This design comes from an exercise in tuning for small area, a short achievable clock period and few clock cycles per item on the open sky130 flow, not from production work. In this exercise RTL edits were held to simulation tests only and were not proved equivalent to the original. No activity file was given, so power comes from the tool's default toggle rates.

--- design/flow/run.sh ---
#!/bin/bash
# synth_recipe.tcl (not shown) runs the flow's synth.tcl, then flattens the netlist and writes it again
# the make line also repeats each setting of config.mk as NAME=value (left out here)
make -C /OpenROAD-flow-scripts/flow DESIGN_CONFIG=/design/flow/config.mk WORK_HOME=/design/flow/orfs CLKGATE_MAP_FILE= SYNTH_SCRIPT=/design/flow/synth_recipe.tcl finish
--- design/flow/config.mk ---
export PLATFORM = sky130hd
export DESIGN_NAME = fifo_replacement_kv_cache
export DESIGN_NICKNAME = fifo_replacement_kv_cache
export VERILOG_FILES = /design/flow/design.v
export SDC_FILE = /design/flow/constraint.sdc
export NUM_CORES = 4
export LEC_CHECK = 0
export CAP_MARGIN = 10
export CORE_MARGIN = 2
export CORE_UTILIZATION = 50
export CTS_CLUSTER_DIAMETER = 100
export CTS_CLUSTER_SIZE = 24
export PLACE_DENSITY = 0.6
export SETUP_SLACK_MARGIN = 5.0
export SLEW_MARGIN = 10
export SYNTH_MEMORY_MAX_BITS = 16384
--- design/flow/constraint.sdc ---
create_clock -name core_clock -period 8.0 [get_ports {clk_i}]
set_input_delay 1.6000 -clock core_clock [delete_from_list [all_inputs] [get_ports {clk_i}]]
set_output_delay 1.6000 -clock core_clock [all_outputs]
set_load 0.01 [all_outputs]
--- design/flow/design.v ---
package fkvc_pkg;
  localparam int DEPTH    = 32;
  localparam int KEY_BITS = 64;
  localparam int SLOT_W  = (DEPTH > 1) ? $clog2(DEPTH) : 1;
  localparam int COUNT_W = $clog2(DEPTH + 1);
  localparam int CAP_W   = 7;
  localparam int KEY_W   = 64;
  localparam int VAL_W   = 32;
  localparam logic [CAP_W-1:0] CAP_RESET  = CAP_W'(64);
  localparam logic signed [VAL_W-1:0] MISS_VALUE = -32'sd1;
  typedef enum logic {
    CMD_GET = 1'b0,
    CMD_PUT = 1'b1
  } command_e;
  typedef struct packed {
    logic start;
    logic issue;
    logic finish;
    logic load_out;
  } dp_cmd_t;
  typedef struct packed {
    logic match;
    logic exhausted;
    logic out_free;
  } dp_stat_t;
endpackage
import fkvc_pkg::*;
module fifo_replacement_kv_cache
(
  input  logic                    clk_i,
  input  logic                    rst_ni,
  input  logic                    in_valid_i,
  output logic                    in_ready_o,
  input  logic                    command_i,
  input  logic [KEY_W-1:0]        key_i,
  input  logic signed [VAL_W-1:0] value_i,
  output logic                    out_valid_o,
  input  logic                    out_ready_i,
  output logic                    found_o,
  output logic signed [VAL_W-1:0] read_value_o,
  input  logic                    cfg_we_i,
  input  logic [CAP_W-1:0]        cfg_wdata_i
);
  localparam int QN = 3;               
  localparam int HG = 4;               
  localparam int NG = DEPTH / HG;
  localparam int QW = 2;
  logic [KEY_W-1:0]   tkey_q [DEPTH];
  logic [VAL_W-1:0]   tval_q [DEPTH];
  logic [DEPTH-1:0]   valid_q;
  logic [SLOT_W-1:0]  oldest_q;
  logic [SLOT_W-1:0]  ins_q;           
  logic [COUNT_W-1:0] count_q;
  logic [COUNT_W-1:0] cap_q;           
  logic               in_ready_q;
  logic               s0_vld_q;
  logic               s0_cmd_q;
  logic [KEY_W-1:0]   s0_key_q;
  logic [VAL_W-1:0]   s0_val_q;
  logic               s1_vld_q;
  logic               s1_cmd_q;
  logic [KEY_W-1:0]   s1_key_q;
  logic [VAL_W-1:0]   s1_val_q;
  logic [DEPTH-1:0]   s1_m_q;          
  logic [NG-1:0]      s1_hg_q;         
  logic [DEPTH-1:0]   pmatch;
  logic               eqprev;
  logic [DEPTH-1:0]   valid_d;
  logic [DEPTH-1:0]   we_key, we_val;
  assign eqprev = (s0_key_q == s1_key_q);
  always_comb begin
    for (int i = 0; i < DEPTH; i++) begin
      pmatch[i] = valid_d[i] && (we_key[i] ? eqprev : (tkey_q[i] == s0_key_q));
    end
  end
  always_ff @(posedge clk_i or negedge rst_ni) begin
    if (!rst_ni) begin
      s0_vld_q <= 1'b0;
      s1_vld_q <= 1'b0;
    end else begin
      s0_vld_q <= in_valid_i && in_ready_q;
      s1_vld_q <= s0_vld_q;
    end
  end
  always_ff @(posedge clk_i) begin
    s0_cmd_q <= command_i;
    s0_key_q <= key_i;
    s0_val_q <= value_i;
    s1_cmd_q <= s0_cmd_q;
    s1_key_q <= s0_key_q;
    s1_val_q <= s0_val_q;
    s1_m_q   <= pmatch;
    for (int g = 0; g < NG; g++) begin
      s1_hg_q[g] <= |pmatch[g*HG +: HG];
    end
  end
  logic [DEPTH-1:0]   match;
  logic               hit;
  logic [DEPTH-1:0]   ins_dec, old_dec;
  logic [VAL_W-1:0]   rd_val;
  logic               put, insert, evict, full;
  always_comb begin
    rd_val = '0;
    for (int i = 0; i < DEPTH; i++) begin
      match[i] = s1_m_q[i];
      rd_val   = rd_val | ({VAL_W{match[i]}} & tval_q[i]);
    end
  end
  assign hit    = |s1_hg_q;
  assign put    = s1_vld_q && s1_cmd_q;
  assign full   = count_q[COUNT_W-1];            
  assign insert = put && !hit;
  assign evict  = insert && (count_q >= cap_q);
  always_comb begin
    for (int i = 0; i < DEPTH; i++) begin
      ins_dec[i] = (ins_q == SLOT_W'(i));
      old_dec[i] = (oldest_q == SLOT_W'(i));
      we_key[i]  = put && !(full && hit) && ins_dec[i];
      we_val[i]  = we_key[i] || (put && match[i]);
      valid_d[i] = (insert && ins_dec[i]) || (valid_q[i] && !(evict && old_dec[i]));
    end
  end
  for (genvar i = 0; i < DEPTH; i++) begin : g_entry
    always_ff @(posedge clk_i) begin
      if (we_key[i]) tkey_q[i] <= s1_key_q;
      if (we_val[i]) tval_q[i] <= s1_val_q;
    end
    always_ff @(posedge clk_i or negedge rst_ni) begin
      if (!rst_ni) begin
        valid_q[i] <= 1'b0;
      end else begin
        valid_q[i] <= valid_d[i];
      end
    end
  end
  always_ff @(posedge clk_i or negedge rst_ni) begin
    if (!rst_ni) begin
      oldest_q <= '0;
      ins_q    <= '0;
      count_q  <= '0;
      cap_q    <= COUNT_W'(DEPTH);
    end else begin
      if (cfg_we_i) begin
        if (cfg_wdata_i == '0)                cap_q <= COUNT_W'(1);
        else if (int'(cfg_wdata_i) > DEPTH)   cap_q <= COUNT_W'(DEPTH);
        else                                  cap_q <= COUNT_W'(cfg_wdata_i);
      end
      if (insert) begin
        ins_q <= ins_q + SLOT_W'(1);
        if (evict) oldest_q <= oldest_q + SLOT_W'(1);
        else       count_q  <= count_q + COUNT_W'(1);
      end
    end
  end
  logic             r_found;
  logic [VAL_W-1:0] r_value;
  assign r_found = hit;
  assign r_value = s1_cmd_q ? '0 : (rd_val | {VAL_W{!hit}});
  logic             ov_q;              
  logic             of_q;              
  logic [VAL_W-1:0] od_q;
  logic             bf_q [QN];         
  logic [VAL_W-1:0] bd_q [QN];
  logic [QW-1:0]    rd_q, wr_q;
  logic [QW:0]      bn_q;              
  logic             enq, deq, b_empty, to_head, b_pop, b_push;
  logic [QW+1:0]    total_d;
  assign enq     = s1_vld_q;
  assign deq     = ov_q && out_ready_i;
  assign b_empty = (bn_q == '0);
  assign to_head = enq && (!ov_q || (deq && b_empty));
  assign b_pop   = deq && !b_empty;
  assign b_push  = enq && !to_head;
  assign total_d = (QW+2)'(bn_q) + (QW+2)'(ov_q) + (QW+2)'(enq) - (QW+2)'(deq);
  for (genvar j = 0; j < QN; j++) begin : g_buf
    always_ff @(posedge clk_i) begin
      if (enq && wr_q == QW'(j)) begin
        bf_q[j] <= r_found;
        bd_q[j] <= r_value;
      end
    end
  end
  always_ff @(posedge clk_i) begin
    if (to_head) begin
      of_q <= r_found;
      od_q <= r_value;
    end else if (b_pop) begin
      of_q <= bf_q[rd_q];
      od_q <= bd_q[rd_q];
    end
  end
  always_ff @(posedge clk_i or negedge rst_ni) begin
    if (!rst_ni) begin
      ov_q       <= 1'b0;
      rd_q       <= '0;
      wr_q       <= '0;
      bn_q       <= '0;
      in_ready_q <= 1'b1;
    end else begin
      ov_q <= (total_d != '0);
      if (b_pop)  rd_q <= (rd_q == QW'(QN - 1)) ? '0 : rd_q + QW'(1);
      if (b_push) wr_q <= (wr_q == QW'(QN - 1)) ? '0 : wr_q + QW'(1);
      bn_q <= bn_q + (QW+1)'(b_push) - (QW+1)'(b_pop);
      in_ready_q <= ((QW+2)'(total_d) + (QW+2)'(s0_vld_q)
                     + (QW+2)'(in_valid_i && in_ready_q)) <= (QW+2)'(QN);
    end
  end
  assign in_ready_o   = in_ready_q;
  assign out_valid_o  = ov_q;
  assign found_o      = of_q;
  assign read_value_o = od_q;
endmodule
==> run notes, run 1 <==
Max Clk Rate 319 MHz; RSZ-0062 raised after global routing yes; initial antenna violation count 68; CP Class reg -> out; Routed WL 537000 µm; post-synthesis net count 8177; share of cells above drive strength 1 12.7%; Leak 49.8 nW; drt drc 0; outcome no timing/DRC/antenna violations; most common flop cell mapped by yosys edfxtp_1; top post-synthesis cells by area edfxtp_1, xor2_1, dfxtp_1, nor4_1, a22oi_1; R2R Setup Slk 4.89 ns; sequential area share after synthesis 75.4%; core box area 0.271 mm²; r2r startpoint s0_key_q[3]$_DFF_P_; crit path time final 3.13 ns; vias 83200; total of max-cap violations 0; FF-to-FF End s1_hg_q[7]$_DFF_P_; Hold EP s1_val_q[24]$_DFF_P_; clock sink count 3503; clk buf depth 3; crit end category output port; synthesized area 0.136 mm²; site row count 191; syn avg cell area 16.9 µm²; post-synthesis register bit count 3503; largest fanout on the critical path 1; arrival time worst endpoint 1.53 ns; Final Setup Violations 0; Crit path max-delay family flip-flops; Ys Warns 5; commonest cells in the netlist edfxtp_1, xor2_1, nor4_1; vias in the first global route 76000; R2R depth 8; PwrDens 223 mW/mm²; DRT iter0 DRCs 16000; Skew-Pair Late Insertion Delay 0.90 ns; total CTS buffers 165; maximum vdd ir drop 194 µV; Clk pwr share 29.0%; Final period util 39.2%; Worst Tran Pin Value 1.24 ns; Area Growth Syn to Fin 12.3%; top-count cell post-synth edfxtp_1; Max H-tree Level 4; crit start category register; TNS Setup 0 ns; Slew headroom 17.1%; WL/cell 44.1 µm; post-synth top area cell edfxtp_1; port bufs 143; CP max stage cell edfxtp_1; synthesized instance count 8036; Reg clk slew, reported paths 0.10 ns; worst endpoint required time 6.40 ns; Final GP Congestion 0.872; Die H 525 µm; Via density 6.83; combinational share of power 10.1%; final net count 8581; Flop pwr share 60.9%; CTS tree done; Initial DRT Pass Iterations 6; Final HPWL DP 267000 µm; hold depth 0; CP cell instances buf_2; Hold WC Path Type reg -> reg; Min Hold Slack 0.333 ns; IO Pins 144; Post-synth EDFFs 3204; largest net degree at the start of global routing 69; Async S/R FF share, synth 1.86%; Max Clock Skew 0.0555 ns; Final Max Slew Viols 0; Die Span X 525 µm; distinct cell type count after synthesis 55; Global Route Usage Sum 38.1%; share of the synthesized area in the top cell type 70.8%; Int Pwr 25.4 mW; first-pass GRT wire length 699000 µm; worst hold path startpoint s0_val_q[24]$_DFF_P_; Die ar. 0.276 mm²; Crit path largest cell delay 0.48 ns; antenna-violating nets left 0; Root Driver clkbuf_16; gr ovfl total 0; sw power 8.70 mW; Fin. Hold Viols 0; Starting Density 50.2%; WP buf/inv 1; switching share of power 25.5%
-- per-stage QoR --
stage | instances | util (%) | power [mW] | setup WS (ns) | area (µm²)
after detailed placement | 11600 | 52.9 | 24.2 | 3.66 | 143000
final | 12200 | 56.4 | 34.1 | 4.87 | 153000
after floorplan | 8036 | - | 22.6 | 4.33 | 136000
after global placement | 11600 | 52.9 | 24.2 | 3.70 | 143000
after CTS | 12100 | 55.9 | 33.9 | 4.82 | 151000
after global routing | 12100 | 56.4 | 34.8 | 4.82 | 152000
-- metal layers --
layer  share of wire (%)  global-route usage, %  up-vias
li1                    -                      -    31300
met1                  35                   50.3    43000
met3                  13                   8.56     1499
met4                 7.1                   21.6       16
met2                  45                   58.5     7345
met5               0.019                      0        -
-- cells by family (layout without fill, tap and decap cells) --
group | count (synthesis) | count (layout) | share of synthesized area, %
XOR/XNOR | 2107 | 2107 | 13.6
flip-flops | 3503 | 3503 | 75.4
adder cells (fa/ha/maj) | 32 | 32 | 0.311
buffers and inverters | 462 | 984 | 1.46
other | 1 | 43 | 0.00276
AND/OR/NAND/NOR | 1118 | 1120 | 4.75
multiplexers | 1 | 1 | 0.00828
AO/OA/AOI/OAI | 812 | 820 | 4.45
-- final cells by class --
type                    instances  area, µm²
flip-flops and latches       3503     103000
multi-input cells            4081      33000
clock inverters                21        284
inverters                      46        180
well taps                    3570       4470
diodes                         42        105
fillers                     20800     118000
clock buffers                 274       4570
repair buffers                643       7120
-- registers in the layout, summed over array words and instances, names as in the netlist, 32 cells and up --
signal	cells
s0_key_q	64
tkey_q	2048
od_q	32
s1_key_q	64
s1_val_q	32
tval_q	1024
valid_q	32
s0_val_q	32
s1_m_q	32
bd_q	96
-- power by group through the flow --
stage          Combinational [mW]  Clock, mW  Sequential [mW]
5_1_grt                      3.53       10.5             20.8
4_1_cts                      3.25       9.89             20.8
3_5_place_dp                 2.87          0             21.4
6_report                     3.44       9.90             20.8
3_3_place_gp                 2.85          0             21.3
2_1_floorplan                1.46          0             21.1
-- layout by cell type, fill, tap and decap left out, types with 126 or more instances in the layout --
| cell | synthesis | routed |
|---|---|---|
| xor2_1 | 1916 | 1915 |
| clkbuf_16 | 0 | 169 |
| a22oi_1 | 308 | 305 |
| a22o_1 | 131 | 131 |
| buf_4 | 0 | 302 |
| edfxtp_1 | 3204 | 3204 |
| nand2_1 | 130 | 126 |
| nand4_1 | 275 | 275 |
| a221oi_1 | 132 | 129 |
| nor4_1 | 517 | 439 |
| xnor2_1 | 191 | 190 |
-- repair_timing --
item | in CTS | in global routing
pin swaps | 19 | 27
endpoints found under the setup margin | 3225 | 705
endpoints found under the hold margin | 0 | 0
resized for setup | 431 | 139
hold buffers | 0 | 0
buffers inserted | 192 | 46
gates cloned | 17 | 3
-- worst max path at each step --
stage | startpoint | end | slack (ns) | cells past startpoint
after global placement | s1_cmd_q$_DFF_P_ | s1_hg_q[0]$_DFF_P_ | 3.70 | 10
final | od_q[19]$_DFFE_PP_ | read_value_o[19] | 4.87 | 1
after detailed placement | s1_cmd_q$_DFF_P_ | s1_hg_q[0]$_DFF_P_ | 3.66 | 10
after CTS | od_q[14]$_DFFE_PP_ | read_value_o[14] | 4.82 | 1
after global routing | od_q[3]$_DFFE_PP_ | read_value_o[3] | 4.82 | 1
after floorplan | s1_hg_q[2]$_DFF_P_ | tval_q[0][0]$_DFFE_PP_ | 4.33 | 6
Testbench counts, summed over its fixed seeds: cycles 8,024, items 8,000.
==> inputs of run 2 (changes only) <==
--- a/design/flow/design.v
+++ b/design/flow/design.v
@@ -44,3 +44,3 @@
   localparam int QN = 3;               
-  localparam int HG = 4;               
+  localparam int HG = 8;               
   localparam int NG = DEPTH / HG;
--- a/design/flow/config.mk
+++ b/design/flow/config.mk
@@ -7,10 +7,10 @@
 export LEC_CHECK = 0
-export CAP_MARGIN = 10
+export CAP_MARGIN = 20
 export CORE_MARGIN = 2
-export CORE_UTILIZATION = 50
-export CTS_CLUSTER_DIAMETER = 100
+export CORE_UTILIZATION = 55
+export CTS_CLUSTER_DIAMETER = 80
 export CTS_CLUSTER_SIZE = 24
-export PLACE_DENSITY = 0.6
+export PLACE_DENSITY = 0.65
 export SETUP_SLACK_MARGIN = 5.0
-export SLEW_MARGIN = 10
+export SLEW_MARGIN = 20
 export SYNTH_MEMORY_MAX_BITS = 16384
==> run notes, run 2 <==
outcome no timing/DRC/antenna violations; port bufs 143 (unchanged); post-synthesis adder-cell area fraction 0.311% (about the same); syn avg cell area 16.9 µm² (about the same); Final Setup Violations 0 (unchanged); top-count cell post-synth edfxtp_1; Slew headroom 20.0% (+2.9 points); post-synth top area cell edfxtp_1; Die Span X 501 µm (-4.6%); PwrDens 225 mW/mm² (+0.59%); post-synthesis register bit count 3499 (-0.11%); Root Driver clkbuf_16; Global Route Usage Sum 42.2% (+4.1 points); Reg clk slew, reported paths 0.10 ns (about the same); Hold EP s1_val_q[10]$_DFF_P_; Worst Tran Pin Value 1.20 ns (-0.0437 ns); crit path time final 3.20 ns (+0.0670 ns); switching share of power 25.4% (-0.089 points); DRT iter0 DRCs 17900 (+12%); complex-gate fraction of the synthesized area 4.44% (-0.014 points); total CTS buffers 172 (+4.2%); crit start category register; max reg flops 2048 (unchanged); Final GP Congestion 0.902 (+3.5%); core box area 0.246 mm² (-9.2%); Max H-tree Level 4 (unchanged); Ys Warns 5 (unchanged); R2R depth 9 (+1); Max Clk Rate 312 MHz (-2.1%); Core Util, Final 62.4% (+6.0 points); Die H 501 µm (-4.6%); drt drc 0 (unchanged); commonest cells in the netlist edfxtp_1, xor2_1, xnor2_1; share of the synthesized area in the top cell type 70.8% (about the same); Largest regs tkey_q: 2048 flops, tval_q: 1024 flops, bd_q: 96 flops; post-synthesis net count 8175 (-0.024%); Fin. Hold Viols 0 (unchanged); most common cell after layout, fill and taps aside edfxtp_1; most common flop cell mapped by yosys edfxtp_1; Flop pwr share 60.1% (-0.8 points); commonest cells after routing, fill and taps aside edfxtp_1, xor2_1, xnor2_1; Final period util 40.0% (+0.84 points); Starting Density 55.3% (+5.1 points); Die ar. 0.251 mm² (-9.0%); main combinational cell family by area after synthesis XOR/XNOR gates; Final HPWL DP 260000 µm (-2.5%); WL/cell 45.1 µm (+2.3%); mux cell area share after synthesis 0.0672% (+0.059 points); Routed WL 538000 µm (+0.12%); Hold WC Path Type reg -> reg; Final Max Slew Viols 0 (unchanged); gr ovfl total 0 (unchanged); r2r startpoint s0_key_q[39]$_DFF_P_; crit end category register; top post-synthesis cells by area edfxtp_1, xor2_1, xnor2_1, dfxtp_1, nand4_1; CTS tree done; Leak 48.6 nW (-2.4%); Post-synth EDFFs 3204 (unchanged); R2R Setup Slk 4.80 ns (-0.09 ns); largest fanout on the critical path 18 (+17); Clk pwr share 29.9% (+0.9 points); worst endpoint required time 8.85 ns (+2.45 ns); Most flops, register tkey_q; cts hold-fix bufs 0 (unchanged); Int Pwr 25.7 mW (+1.1%); clk buf depth 3 (unchanged); synthesized area 0.136 mm² (about the same); RSZ-0062 raised after global routing yes; sequential area share after synthesis 75.4% (about the same); Via density 7.06 (+3.4%); FF-to-FF End s1_hg_q[1]$_DFF_P_; hold depth 0 (unchanged); Max Clock Skew 0.0612 ns (+0.00570 ns); total of max-cap violations 0 (unchanged); distinct cell type count after synthesis 73 (+33%); synthesized instance count 8034 (-0.025%); Area Growth Syn to Fin 12.7%; maximum vdd ir drop 226 µV (+16%); Synth Area in XOR/XNOR 13.6% (about the same); TNS Setup 0 ns (unchanged); Async S/R FF share, synth 1.86% (+0.0021 points); sw power 8.76 mW (+0.65%); largest net degree at the start of global routing 69 (unchanged); IO Pins 144 (unchanged); vias 84200 (+1.2%); worst hold path startpoint s0_val_q[10]$_DFF_P_; share of cells above drive strength 1 13.4% (+0.69 points); post-synthesis simple-gate area fraction 4.71% (-0.041 points); first-pass GRT wire length 699000 µm (about the same); CP Class reg -> reg; site row count 182 (-4.7%); final net count 8656 (+0.87%); combinational share of power 10.0% (about the same); arrival time worst endpoint 4.05 ns (+2.52 ns); clock sink count 3499 (-0.11%); vias in the first global route 76700 (+0.90%); Initial DRT Pass Iterations 8 (+2); Skew-Pair Late Insertion Delay 0.91 ns (about the same); initial antenna violation count 61 (-10%); antenna-violating nets left 0 (unchanged)
run 2: cell count changes after synthesis, moves of 19 or more:
cell     before   now
nand2_1     130   149
a21oi_1      39    10
inv_1        45    66
nor4_1      517   344
a31oi_1       0    33
nand4_1     275   411
xnor2_1     191  1046
xor2_1     1916  1060
run 2: per-stage QoR:
stage	hold WS (ns)	worst slack [ns]	total power, mW	std cells	area, µm²
2_1_floorplan	0.310	4.53	22.5	8034	136000
3_5_place_dp	0.312	3.26	24.1	11200	142000
3_3_place_gp	0.311	3.25	24.1	11200	142000
6_report	0.331	4.80	34.4	11900	153000
5_1_grt	0.338	4.83	35.1	11900	153000
4_1_cts	0.333	4.86	34.2	11800	152000
run 2: final cells by class:
| cell class | count | area (µm²) |
|---|---|---|
| inverters | 70 | 292 |
| repair buffers | 693 | 7880 |
| diodes | 53 | 133 |
| clock buffers | 271 | 4720 |
| well taps | 3220 | 4030 |
| flip-flops and latches | 3499 | 103000 |
| clock inverters | 40 | 618 |
| multi-input cells | 4079 | 32700 |
| fillers | 17600 | 92500 |
run 2: worst max-delay path by stage:
| stage | startpoint | endpoint | slack [ns] | cells past startpoint |
|---|---|---|---|---|
| floorplan | s1_hg_q[1]$_DFF_P_ | s1_hg_q[0]$_DFF_P_ | 4.53 | 9 |
| global placement | s1_hg_q[1]$_DFF_P_ | s1_hg_q[1]$_DFF_P_ | 3.25 | 10 |
| detailed placement | s1_hg_q[1]$_DFF_P_ | s1_hg_q[1]$_DFF_P_ | 3.26 | 10 |
| CTS | s1_hg_q[3]$_DFF_P_ | s1_hg_q[0]$_DFF_P_ | 4.86 | 11 |
| global route | s0_key_q[6]$_DFF_P_ | s1_hg_q[1]$_DFF_P_ | 4.83 | 10 |
| finish | s0_key_q[39]$_DFF_P_ | s1_hg_q[1]$_DFF_P_ | 4.80 | 9 |
run 2: critical path, stage by stage (launching register included):
cell,delay [ns]
dfxtp_4,0.40
buf_8,0.22
xnor2_1,0.65
nand4_1,0.19
nor4_1,0.35
nand4_1,0.40
nor3_4,0.44
a21oi_1,0.12
o2111ai_1,0.22
or4b_1,0.15
run 2: kinds of logic after synthesis:
group	Yosys count
flip-flops	3499
multiplexers	9
AND/OR/NAND/NOR	1113
XOR/XNOR	2106
adder cells (fa/ha/maj)	32
buffers and inverters	476
other	1
AO/OA/AOI/OAI	798
run 2: timing repair:
item | CTS | global route
endpoints found under the setup margin | 3185 | 741
buffers inserted | 202 | 66
pin swaps | 28 | 28
cloned | 42 | 7
resized for setup | 422 | 108
run 2: power groups by stage:
stage,Clock (mW),Combinational [mW],Sequential [mW]
5_1_grt,10.8,3.52,20.7
4_1_cts,10.3,3.23,20.7
2_1_floorplan,0,1.50,21.0
3_3_place_gp,0,2.80,21.3
6_report,10.3,3.45,20.7
3_5_place_dp,0,2.85,21.3
run 2: layer usage:
layer	share of wire [%]	vias to the layer above	routed length, µm	GRT usage, %
met4	8.9	20	47700	29.2
met5	0.035	-	189	0
met2	42	8250	227000	60.6
li1	-	31500	-	-
met3	16	1870	86700	13.2
met1	33	42600	177000	54.8
Testbench counts of run 2, summed over its fixed seeds: cycles 8,024, items 8,000.

[separate check: timing with driven ports]
In the flow no input, the clock included, has a driving cell. The finished layouts below were timed again as built, in two steps.
Step 1, drivers: a clkbuf_16 drives clk_i and a buf_2 each remaining input, both assumed.
Step 2 times the ports against the registers' clock, not the clock port: input delays grow and output delays shrink by t, the midpoint of the rising clock arrivals with the driver on.
Three values: no drivers, after step 1, after step 2; two values: the first two.
| run | shift t [ns] | setup slack, ns | pins driven straight from the clock port |
|---|---|---|---|
| run 1 | 0.976 | 4.865 / 4.759 / 4.495 | 1 |
| run 2 | 0.976 | 4.798 / 4.798 / 4.459 | 1 |
After both steps every run listed still meets setup and hold. The setup slack of run 1, which loses most, moves by -0.106 ns with the drivers and by -0.370 ns with both steps.
